Background: an optimization exercise with open tools, aiming at small area and a short achievable clock period. Do not read the settings as production practice. Only simulation tests tie the RTL to the original design; equivalence was not proved. Power is estimated from default activity; no workload was simulated.

==> flow/design.v <==
package dcm_pkg;
    typedef struct packed {
        logic [7-1:0]   duty;      
        logic [16-1:0] period;    
    } meas_rec_t;
    typedef enum logic [1:0] {
        REG_DATA   = 2'd0,
        REG_STATUS = 2'd1,
        REG_CTRL   = 2'd2
    } reg_addr_t;
endpackage
`timescale 1ns/10ps
module duty_meter (
    input  logic [15:0] rem_in,    
    input  logic [15:0] div_p,     
    input  logic        inc,
    input  logic        dec,       
    output logic [15:0] rem_out,   
    output logic [2:0]  q          
);
    logic [15:0] r [0:3];
    logic [15:0] a, b, g, p, gg, pp, c, s;
    logic        cin;
    always_comb begin
        r[0] = rem_in;
        cin  = ~inc & ~dec;
        for (int k = 0; k < 3; k++) begin
            a = {r[k][14:0], 1'b0};
            b = ~div_p;
            p = a ^ b;
            g = a & b;
            g[0] = dec | (b[0] & cin);
            gg = g;
            pp = p;
            for (int l = 0; l < 4; l++)
                for (int i = 0; i < 16; i++)
                    if ((i % (2 << l)) == (2 << l) - 1) begin
                        gg[i] = gg[i] | (pp[i] & gg[i - (1 << l)]);
                        pp[i] = pp[i] & pp[i - (1 << l)];
                    end
            for (int l = 2; l >= 0; l--)
                for (int i = 0; i < 16; i++)
                    if ((i % (2 << l)) == (1 << l) - 1 && i >= (2 << l)) begin
                        gg[i] = gg[i] | (pp[i] & gg[i - (1 << l)]);
                        pp[i] = pp[i] & pp[i - (1 << l)];
                    end
            c = {gg[14:0], cin};
            s = p ^ c;
            q[2-k] = r[k][15] | gg[15];
            r[k+1] = q[2-k] ? s : a;
        end
        rem_out = r[2];    
    end
endmodule
`timescale 1ns/10ps
module dcm_top (
    input  logic        clk,
    input  logic        rst,
    input  logic        sig_in,
    input  logic        wb_cyc,
    input  logic        wb_stb,
    input  logic        wb_we,
    input  logic [1:0]  wb_adr,
    input  logic [31:0] wb_dat_w,
    output logic [31:0] wb_dat_r,
    output logic        wb_ack
);
    localparam int PW = 16;
    localparam int DW = 7;
    localparam int RW = PW + DW;
    localparam int DEPTH = 8;
    logic sig_s1, sig_s2, sig_d;
    always_ff @(posedge clk or negedge rst) begin
        if (!rst) begin
            sig_s1 <= 1'b0;
            sig_s2 <= 1'b0;
            sig_d  <= 1'b0;
        end else begin
            sig_s1 <= sig_in;
            sig_s2 <= sig_s1;
            sig_d  <= sig_s2;
        end
    end
    logic rise;      
    logic pre;       
    assign rise = sig_s2 & ~sig_d;
    assign pre  = sig_s1 & ~sig_s2;
    logic          enable;
    logic          armed;
    logic          push;
    logic [PW-1:0] period_cnt;
    logic [PW-1:0] high_cnt;
    logic          p_max, h_max;
    logic [PW-1:0] p_inc, h_inc;    
    logic [PW-1:0] rem_q;           
    logic [PW-1:0] rem_in, div_p, rem2;
    logic          div_inc, div_dec;
    logic [2:0]    qstep;
    logic [1:0]    q_a, q_b;        
    logic          p_two;
    logic [DW-1:0] duty;
    assign p_max = &period_cnt;
    assign h_max = &high_cnt;
    assign p_inc = p_max ? period_cnt : period_cnt + 1'b1;
    assign h_inc = (sig_s2 && !h_max) ? high_cnt + 1'b1 : high_cnt;
    always_comb begin
        div_p   = p_inc;
        div_dec = rise & ~p_max;
        div_inc = ~rise & ~pre & ~&p_inc;
        rem_in  = (rise | pre) ? rem_q : h_inc;
    end
    duty_meter u_div (
        .rem_in  (rem_in),
        .div_p   (div_p),
        .inc     (div_inc),
        .dec     (div_dec),
        .rem_out (rem2),
        .q       (qstep)
    );
    assign p_two = (period_cnt == PW'(2));
    assign duty  = p_two ? DW'(64) : {q_b, q_a, qstep};
    always_ff @(posedge clk) begin
        rem_q <= rem2;
        q_a   <= qstep[2:1];
        q_b   <= q_a;
        period_cnt <= rise ? PW'(1) : p_inc;
        high_cnt   <= rise ? PW'(1) : h_inc;    
    end
    always_ff @(posedge clk or negedge rst) begin
        if (!rst) begin
            armed <= 1'b0;
            push  <= 1'b0;
        end else begin
            armed <= enable & (armed | rise);
            push  <= enable & rise & armed;
        end
    end
    logic [RW-1:0] mem [0:DEPTH-1];
    logic [2:0]    wr_ptr, rd_ptr;
    logic [3:0]    count;
    logic          ovf;
    logic          empty, full;
    logic          pop_q, clr_q;
    logic          wen;
    logic [RW-1:0] head;
    assign empty = (count == 4'd0);
    assign full  = count[3];
    assign wen   = rise & (~full | pop_q);
    always_ff @(posedge clk) begin
        for (int i = 0; i < DEPTH; i++)
            if (wen && wr_ptr == 3'(i))
                mem[i] <= {duty, period_cnt};
    end
    always_comb begin
        head = '0;
        for (int i = 0; i < DEPTH; i++)
            head = head | ({RW{rd_ptr == 3'(i) && !empty}} & mem[i]);    
    end
    always_ff @(posedge clk or negedge rst) begin
        if (!rst) begin
            wr_ptr <= '0;
            rd_ptr <= '0;
            count  <= '0;
            ovf    <= 1'b0;
        end else begin
            if (push && !full)
                wr_ptr <= wr_ptr + 1'b1;
            if (pop_q)
                rd_ptr <= rd_ptr + 1'b1;
            case ({push && !full, pop_q})
                2'b10:   count <= count + 1'b1;
                2'b01:   count <= count - 1'b1;
                default: count <= count;
            endcase
            if (push && full)
                ovf <= 1'b1;
            else if (clr_q)
                ovf <= 1'b0;
        end
    end
    logic req;
    logic a_data, a_stat, a_ctrl;
    logic [25:0] rd_q;
    assign req    = wb_cyc & wb_stb & ~wb_ack;
    assign a_data = (wb_adr == 2'd0);
    assign a_stat = (wb_adr == 2'd1);
    assign a_ctrl = (wb_adr == 2'd2);
    always_ff @(posedge clk or negedge rst) begin
        if (!rst) begin
            wb_ack <= 1'b0;
            pop_q  <= 1'b0;
            clr_q  <= 1'b0;
            enable <= 1'b0;
        end else begin
            wb_ack <= req;
            pop_q  <= req & ~wb_we & a_data & ~empty;
            clr_q  <= req & wb_we & a_stat & wb_dat_w[8];
            if (req && wb_we && a_ctrl)
                enable <= wb_dat_w[0];
        end
    end
    logic dv;
    assign dv = a_data & ~empty;
    always_ff @(posedge clk) begin
        rd_q[25:10] <= a_data ? head[15:0] : 16'd0;              
        rd_q[9]     <= dv;                                       
        rd_q[8]     <= a_stat & empty;
        rd_q[7]     <= a_stat & ovf;
        rd_q[6:4]   <= a_data ? head[22:20] : 3'd0;              
        rd_q[3:1]   <= a_data ? head[19:17] : (a_stat ? count[3:1] : 3'd0);
        rd_q[0]     <= a_data ? head[16] : (a_stat ? count[0] : (a_ctrl & enable));
    end
    assign wb_dat_r = {rd_q[25:9], 5'd0, rd_q[8:7], 1'b0, rd_q[6:0]};
endmodule
clock: 68.0 ns
lec_check: 0
cap_margin: 0
core_margin: 2
core_utilization: 65
cts_buf_list: sky130_fd_sc_hd__clkbuf_16
cts_cluster_diameter: 150
cts_cluster_size: 30
place_density: 0.78
slew_margin: 0
standard.sh (not shown) runs the stock make flow with config.mk's settings and CLKGATE_MAP_FILE= SYNTH_SCRIPT=/design/flow/synth_recipe.tcl, a recipe that flattens the netlist after the stock synthesis.
==> flow/flow/run.sh <==
#!/bin/bash
# Standard ORFS layout with plain buffers on the ports instead of the delay
# buffers buffer_ports picks by default. Every tool's output is kept in a log
# file in the work folder.
set -euo pipefail
export BUFFER_PORTS_ARGS="-buffer_cell sky130_fd_sc_hd__buf_2"
bash standard.sh > standard.log 2>&1
The baseline ran to the end with no violations.
Edit:
--- a/flow/design.v
+++ b/flow/design.v
@@ -154,7 +154,7 @@
     always_comb begin
         head = '0;
         for (int i = 0; i < DEPTH; i++)
-            head = head | ({RW{rd_ptr == 3'(i) && !empty}} & mem[i]);    
+            head = head | ({RW{rd_ptr == 3'(i)}} & mem[i]);
     end
     always_ff @(posedge clk or negedge rst) begin
         if (!rst) begin
@@ -202,13 +202,13 @@
     logic dv;
     assign dv = a_data & ~empty;
     always_ff @(posedge clk) begin
-        rd_q[25:10] <= a_data ? head[15:0] : 16'd0;              
+        rd_q[25:10] <= dv ? head[15:0] : 16'd0;                  
         rd_q[9]     <= dv;                                       
         rd_q[8]     <= a_stat & empty;
         rd_q[7]     <= a_stat & ovf;
-        rd_q[6:4]   <= a_data ? head[22:20] : 3'd0;              
-        rd_q[3:1]   <= a_data ? head[19:17] : (a_stat ? count[3:1] : 3'd0);
-        rd_q[0]     <= a_data ? head[16] : (a_stat ? count[0] : (a_ctrl & enable));
+        rd_q[6:4]   <= dv ? head[22:20] : 3'd0;                  
+        rd_q[3:1]   <= dv ? head[19:17] : (a_stat ? count[3:1] : 3'd0);
+        rd_q[0]     <= dv ? head[16] : (a_stat ? count[0] : (a_ctrl & enable));
     end
     assign wb_dat_r = {rd_q[25:9], 5'd0, rd_q[8:7], 1'b0, rd_q[6:0]};
 endmodule
=>
- synthesized area came out higher by about 2%
- global-route usage is lower by 1.2 points
- sequential share of layout area drops by 1.2 points
- cell area increases by 2.0%
- wire length fell by about 4.4%


Starts from the design.v that is shown in full above.
export LEC_CHECK = 0
export CAP_MARGIN = 0
export CORE_MARGIN = 2
export CORE_UTILIZATION = 65
export CTS_BUF_LIST = sky130_fd_sc_hd__clkbuf_16
export CTS_CLUSTER_DIAMETER = 150
export CTS_CLUSTER_SIZE = 30
export PLACE_DENSITY = 0.78
export SLEW_MARGIN = 0
create_clock -name core_clock -period 68.0 [get_ports {clk}]
==> flow/flow/run.sh <==
#!/bin/bash
# Standard ORFS layout, with three changes to how it is made:
#  - synthesis maps with an ABC script that recovers more area (flow/abc_speed.script,
#    used through a copy of ORFS's scripts folder; nothing else in it changes);
#  - plain buffers on the ports instead of the delay buffers buffer_ports picks by default;
#  - a clock tree without dummy loads.
# Every tool's output is kept in a log file in the work folder.
set -euo pipefail
work=$(pwd)
rm -rf "$work/abc_scripts"
cp -r "$FLOW_HOME/scripts" "$work/abc_scripts"
cp "$work/flow/abc_speed.script" "$work/abc_scripts/abc_speed.script"
export BUFFER_PORTS_ARGS="-buffer_cell sky130_fd_sc_hd__buf_2"
export CTS_ARGS="-sink_clustering_enable -repair_clock_nets -sink_clustering_size 30 -sink_clustering_max_diameter 150 -buf_list sky130_fd_sc_hd__clkbuf_16 -dont_use_dummy_load"
SCRIPTS_DIR="$work/abc_scripts" bash standard.sh synth > synth.log 2>&1
bash standard.sh > standard.log 2>&1
==> flow/flow/abc_speed.script <==
&get -n
&st
&syn3
&dch
&nf -R 100 -p
&put
buffer -c
topo
stime -c
upsize -c
dnsize -c
Rerun with:
--- a/flow/design.v
+++ b/flow/design.v
@@ -33,17 +33,11 @@
             gg = g;
             pp = p;
             for (int l = 0; l < 4; l++)
                 for (int i = 0; i < 16; i++)
-                    if ((i % (2 << l)) == (2 << l) - 1) begin
-                        gg[i] = gg[i] | (pp[i] & gg[i - (1 << l)]);
-                        pp[i] = pp[i] & pp[i - (1 << l)];
-                    end
-            for (int l = 2; l >= 0; l--)
-                for (int i = 0; i < 16; i++)
-                    if ((i % (2 << l)) == (1 << l) - 1 && i >= (2 << l)) begin
-                        gg[i] = gg[i] | (pp[i] & gg[i - (1 << l)]);
-                        pp[i] = pp[i] & pp[i - (1 << l)];
+                    if ((i >> l) & 1) begin
+                        gg[i] = gg[i] | (pp[i] & gg[((i >> l) << l) - 1]);
+                        pp[i] = pp[i] & pp[((i >> l) << l) - 1];
                     end
             c = {gg[14:0], cin};
             s = p ^ c;
             q[2-k] = r[k][15] | gg[15];
@@ -142,8 +136,9 @@
     logic          empty, full;
     logic          pop_q, clr_q;
     logic          wen;
     logic [RW-1:0] head;
+    assign wr_ptr = rd_ptr + count[2:0];
     assign empty = (count == 4'd0);
     assign full  = count[3];
     assign wen   = rise & (~full | pop_q);
     always_ff @(posedge clk) begin
@@ -157,15 +152,12 @@
             head = head | ({RW{rd_ptr == 3'(i) && !empty}} & mem[i]);    
     end
     always_ff @(posedge clk or negedge rst) begin
         if (!rst) begin
-            wr_ptr <= '0;
             rd_ptr <= '0;
             count  <= '0;
             ovf    <= 1'b0;
         end else begin
-            if (push && !full)
-                wr_ptr <= wr_ptr + 1'b1;
             if (pop_q)
                 rd_ptr <= rd_ptr + 1'b1;
             case ({push && !full, pop_q})
                 2'b10:   count <= count + 1'b1;
Result:
- sequential share of layout area goes up by 0.21 points
- die area goes down by 1.9%
- final cell count goes down by 0.61%
- routed wire length goes down by 2.8%
- cell area goes down by 1.3%
- via count barely changes
- total power goes down by 5.4%
- clock-buffer cell count is unchanged


== rev 12 ==
dcm_top, a different RTL version from the one above (not shown whole).
For scale: about 930 cells after synthesis, about 280 flip-flops, ~73 I/O pins, roughly 0.013 mm² of cells after synthesis.
==> module duty_meter, before the edit <==
module duty_meter (
    input  logic [15:0] rem_in,    
    input  logic [15:0] div_p,     
    input  logic        inc,
    input  logic        dec,       
    output logic [15:0] rem_out,   
    output logic [2:0]  q          
);
    logic [15:0] r [0:3];
    logic [15:0] a, b, g, p, gg, pp, c, s;
    logic        cin;
    always_comb begin
        r[0] = rem_in;
        cin  = ~inc & ~dec;
        for (int k = 0; k < 3; k++) begin
            a = {r[k][14:0], 1'b0};
            b = ~div_p;
            p = a ^ b;
            g = a & b;
            g[0] = dec | (b[0] & cin);
            gg = g;
            pp = p;
            for (int l = 0; l < 4; l++)
                for (int i = 0; i < 16; i++)
                    if ((i % (2 << l)) == (2 << l) - 1) begin
                        gg[i] = gg[i] | (pp[i] & gg[i - (1 << l)]);
                        pp[i] = pp[i] & pp[i - (1 << l)];
                    end
            for (int l = 2; l >= 0; l--)
                for (int i = 0; i < 16; i++)
                    if ((i % (2 << l)) == (1 << l) - 1 && i >= (2 << l)) begin
                        gg[i] = gg[i] | (pp[i] & gg[i - (1 << l)]);
                        pp[i] = pp[i] & pp[i - (1 << l)];
                    end
            c = {gg[14:0], cin};
            s = p ^ c;
            q[2-k] = r[k][15] | gg[15];
            r[k+1] = q[2-k] ? s : a;
        end
        rem_out = r[2];    
    end
endmodule
==> module dcm_top, before the edit <==
module dcm_top (
    input  logic        clk,
    input  logic        rst,
    input  logic        sig_in,
    input  logic        wb_cyc,
    input  logic        wb_stb,
    input  logic        wb_we,
    input  logic [1:0]  wb_adr,
    input  logic [31:0] wb_dat_w,
    output logic [31:0] wb_dat_r,
    output logic        wb_ack
);
    localparam int PW = 16;
    localparam int DW = 7;
    localparam int RW = PW + DW;
    localparam int DEPTH = 8;
    logic sig_s1, sig_s2, sig_d;
    always_ff @(posedge clk or negedge rst) begin
        if (!rst) begin
            sig_s1 <= 1'b0;
            sig_s2 <= 1'b0;
            sig_d  <= 1'b0;
        end else begin
            sig_s1 <= sig_in;
            sig_s2 <= sig_s1;
            sig_d  <= sig_s2;
        end
    end
    logic rise;      
    logic pre;       
    assign rise = sig_s2 & ~sig_d;
    assign pre  = sig_s1 & ~sig_s2;
    logic          enable;
    logic          armed;
    logic          push;
    logic [PW-1:0] period_cnt;
    logic [PW-1:0] high_cnt;
    logic          p_max, h_max;
    logic [PW-1:0] p_inc, h_inc;    
    logic [PW-1:0] rem_q;           
    logic [PW-1:0] rem_in, div_p, rem2;
    logic          div_inc, div_dec;
    logic [2:0]    qstep;
    logic [1:0]    q_a, q_b;        
    logic          p_two;
    logic [DW-1:0] duty;
    assign p_max = &period_cnt;
    assign h_max = &high_cnt;
    assign p_inc = p_max ? period_cnt : period_cnt + 1'b1;
    assign h_inc = (sig_s2 && !h_max) ? high_cnt + 1'b1 : high_cnt;
    always_comb begin
        div_p   = p_inc;
        div_dec = rise & ~p_max;
        div_inc = ~rise & ~pre & ~&p_inc;
        rem_in  = (rise | pre) ? rem_q : h_inc;
    end
    duty_meter u_div (
        .rem_in  (rem_in),
        .div_p   (div_p),
        .inc     (div_inc),
        .dec     (div_dec),
        .rem_out (rem2),
        .q       (qstep)
    );
    assign p_two = (period_cnt == PW'(2));
    assign duty  = p_two ? DW'(64) : {q_b, q_a, qstep};
    always_ff @(posedge clk) begin
        rem_q <= rem2;
        q_a   <= qstep[2:1];
        q_b   <= q_a;
        period_cnt <= rise ? PW'(1) : p_inc;
        high_cnt   <= rise ? PW'(1) : h_inc;    
    end
    always_ff @(posedge clk or negedge rst) begin
        if (!rst) begin
            armed <= 1'b0;
            push  <= 1'b0;
        end else begin
            armed <= enable & (armed | rise);
            push  <= enable & rise & armed;
        end
    end
    logic [RW-1:0] mem [0:DEPTH-1];
    logic [2:0]    wr_ptr, rd_ptr;
    logic [3:0]    count;
    logic          ovf;
    logic          empty, full;
    logic          pop_q, clr_q;
    logic          wen;
    logic [RW-1:0] head;
    assign empty = (count == 4'd0);
    assign full  = count[3];
    assign wen   = rise & (~full | pop_q);
    always_ff @(posedge clk) begin
        for (int i = 0; i < DEPTH; i++)
            if (wen && wr_ptr == 3'(i))
                mem[i] <= {duty, period_cnt};
    end
    always_comb begin
        head = '0;
        for (int i = 0; i < DEPTH; i++)
            head = head | ({RW{rd_ptr == 3'(i)}} & mem[i]);
    end
    always_ff @(posedge clk or negedge rst) begin
        if (!rst) begin
            wr_ptr <= '0;
            rd_ptr <= '0;
            count  <= '0;
            ovf    <= 1'b0;
        end else begin
            if (push && !full)
                wr_ptr <= wr_ptr + 1'b1;
            if (pop_q)
                rd_ptr <= rd_ptr + 1'b1;
            case ({push && !full, pop_q})
                2'b10:   count <= count + 1'b1;
                2'b01:   count <= count - 1'b1;
                default: count <= count;
            endcase
            if (push && full)
                ovf <= 1'b1;
            else if (clr_q)
                ovf <= 1'b0;
        end
    end
    logic req;
    logic a_data, a_stat, a_ctrl;
    logic [25:0] rd_q;
    logic ack_n;
    assign req    = wb_cyc & wb_stb & ack_n;
    assign a_data = (wb_adr == 2'd0);
    assign a_stat = (wb_adr == 2'd1);
    assign a_ctrl = (wb_adr == 2'd2);
    always_ff @(posedge clk or negedge rst) begin
        if (!rst) begin
            wb_ack <= 1'b0;
            ack_n  <= 1'b1;
            pop_q  <= 1'b0;
            clr_q  <= 1'b0;
            enable <= 1'b0;
        end else begin
            wb_ack <= req;
            ack_n  <= ~req;
            pop_q  <= req & ~wb_we & a_data & ~empty;
            clr_q  <= req & wb_we & a_stat & wb_dat_w[8];
            if (req && wb_we && a_ctrl)
                enable <= wb_dat_w[0];
        end
    end
    logic dv;
    assign dv = a_data & ~empty;
    always_ff @(posedge clk) begin
        rd_q[25:10] <= dv ? head[15:0] : 16'd0;                  
        rd_q[9]     <= dv;                                       
        rd_q[8]     <= a_stat & empty;
        rd_q[7]     <= a_stat & ovf;
        rd_q[6:4]   <= dv ? head[22:20] : 3'd0;                  
        rd_q[3:1]   <= dv ? head[19:17] : (a_stat ? count[3:1] : 3'd0);
        rd_q[0]     <= dv ? head[16] : (a_stat ? count[0] : (a_ctrl & enable));
    end
    assign wb_dat_r = {rd_q[25:9], 5'd0, rd_q[8:7], 1'b0, rd_q[6:0]};
endmodule
export LEC_CHECK = 0
export CAP_MARGIN = 0
export CORE_MARGIN = 2
export CORE_UTILIZATION = 65
export CTS_BUF_LIST = sky130_fd_sc_hd__clkbuf_16
export CTS_CLUSTER_DIAMETER = 150
export CTS_CLUSTER_SIZE = 30
export PLACE_DENSITY = 0.78
export SLEW_MARGIN = 0
create_clock -name core_clock -period 68.0 [get_ports {clk}]
==> flow/flow/run.sh <==
#!/bin/bash
# Standard ORFS layout with plain buffers on the ports instead of the delay
# buffers buffer_ports picks by default. Every tool's output is kept in a log
# file in the work folder.
set -euo pipefail
export BUFFER_PORTS_ARGS="-buffer_cell sky130_fd_sc_hd__buf_2"
bash standard.sh > standard.log 2>&1
Input-level comparison between rev 13 and rev 12:
--- a/flow/design.v
+++ b/flow/design.v
@@ -34,22 +34,16 @@
             pp = p;
             for (int l = 0; l < 4; l++)
                 for (int i = 0; i < 16; i++)
-                    if ((i % (2 << l)) == (2 << l) - 1) begin
-                        gg[i] = gg[i] | (pp[i] & gg[i - (1 << l)]);
-                        pp[i] = pp[i] & pp[i - (1 << l)];
-                    end
-            for (int l = 2; l >= 0; l--)
-                for (int i = 0; i < 16; i++)
-                    if ((i % (2 << l)) == (1 << l) - 1 && i >= (2 << l)) begin
-                        gg[i] = gg[i] | (pp[i] & gg[i - (1 << l)]);
-                        pp[i] = pp[i] & pp[i - (1 << l)];
+                    if ((i >> l) & 1) begin
+                        gg[i] = gg[i] | (pp[i] & gg[((i >> l) << l) - 1]);
+                        pp[i] = pp[i] & pp[((i >> l) << l) - 1];
                     end
             c = {gg[14:0], cin};
             s = p ^ c;
             q[2-k] = r[k][15] | gg[15];
             r[k+1] = q[2-k] ? s : a;
         end
-        rem_out = r[2];    
+        rem_out = r[3];
     end
 endmodule
 `timescale 1ns/10ps
@@ -93,10 +87,10 @@
     logic          p_max, h_max;
     logic [PW-1:0] p_inc, h_inc;    
     logic [PW-1:0] rem_q;           
-    logic [PW-1:0] rem_in, div_p, rem2;
+    logic [PW-1:0] rem_in, div_p, rem3;
     logic          div_inc, div_dec;
     logic [2:0]    qstep;
-    logic [1:0]    q_a, q_b;        
+    logic [2:0]    q_a, q_b;        
     logic          p_two;
     logic [DW-1:0] duty;
     assign p_max = &period_cnt;
@@ -114,14 +108,14 @@
         .div_p   (div_p),
         .inc     (div_inc),
         .dec     (div_dec),
-        .rem_out (rem2),
+        .rem_out (rem3),
         .q       (qstep)
     );
     assign p_two = (period_cnt == PW'(2));
-    assign duty  = p_two ? DW'(64) : {q_b, q_a, qstep};
+    assign duty  = p_two ? DW'(64) : {q_b, q_a, qstep[2]};
     always_ff @(posedge clk) begin
-        rem_q <= rem2;
-        q_a   <= qstep[2:1];
+        rem_q <= rem3;
+        q_a   <= qstep;
         q_b   <= q_a;
         period_cnt <= rise ? PW'(1) : p_inc;
         high_cnt   <= rise ? PW'(1) : h_inc;    
[summary]
Delta (rev 13 minus rev 12): worst-case reg-to-reg path depth went up 4, total power went up 39%, multi-input gate count went up 14%, time the worst path needs with I/O delays and setup went up 81 ps. Area share of and/or/nand/nor cells after synthesis: rev 13 > rev 12. Logic gate share of total power: rev 13 higher than rev 12. Going from rev 12 to rev 13, fraction of power consumed by the clock network now smaller; global placement routability congestion now larger; wire length now larger.

==> port drivers added, routing unchanged <==
In the flow no input, the clock included, has a driving cell. The finished layouts below were timed again as built, in two steps. Step 1: set_driving_cell puts a clkbuf_16 on clk and a buf_2 on each other input, an assumption about the parent block. Step 2 moves the port delays by t, midway between the first and last clock arrival at a register: inputs arrive t later, outputs are due t later. That takes back most of the time a late clock gives input paths. Slacks: ideal / step 1 / step 2; pairs: ideal / step 1.
| run | t (ns) | setup slack, ns | pins driven straight from the clock port |
|---|---|---|---|
| the first run of note 1 | 0.524 | 53.386 / 53.338 / 53.061 | 1 |
| the second run of note 1 | 0.516 | 53.376 / 53.330 / 52.930 | 1 |
| the first run of note 2 | 0.508 | 53.385 / 53.341 / 53.161 | 1 |
| the second run of note 2 | 0.506 | 53.390 / 53.343 / 53.006 | 1 |
| rev 12 | 0.522 | 53.415 / 53.370 / 53.009 | 1 |
| rev 13 | 0.521 | 53.333 / 53.359 / 52.838 | 1 |
After both steps setup and hold are still met in every run listed. The setup slack of rev 13, which loses most, moves by +0.026 ns with the drivers and by -0.495 ns with both steps.
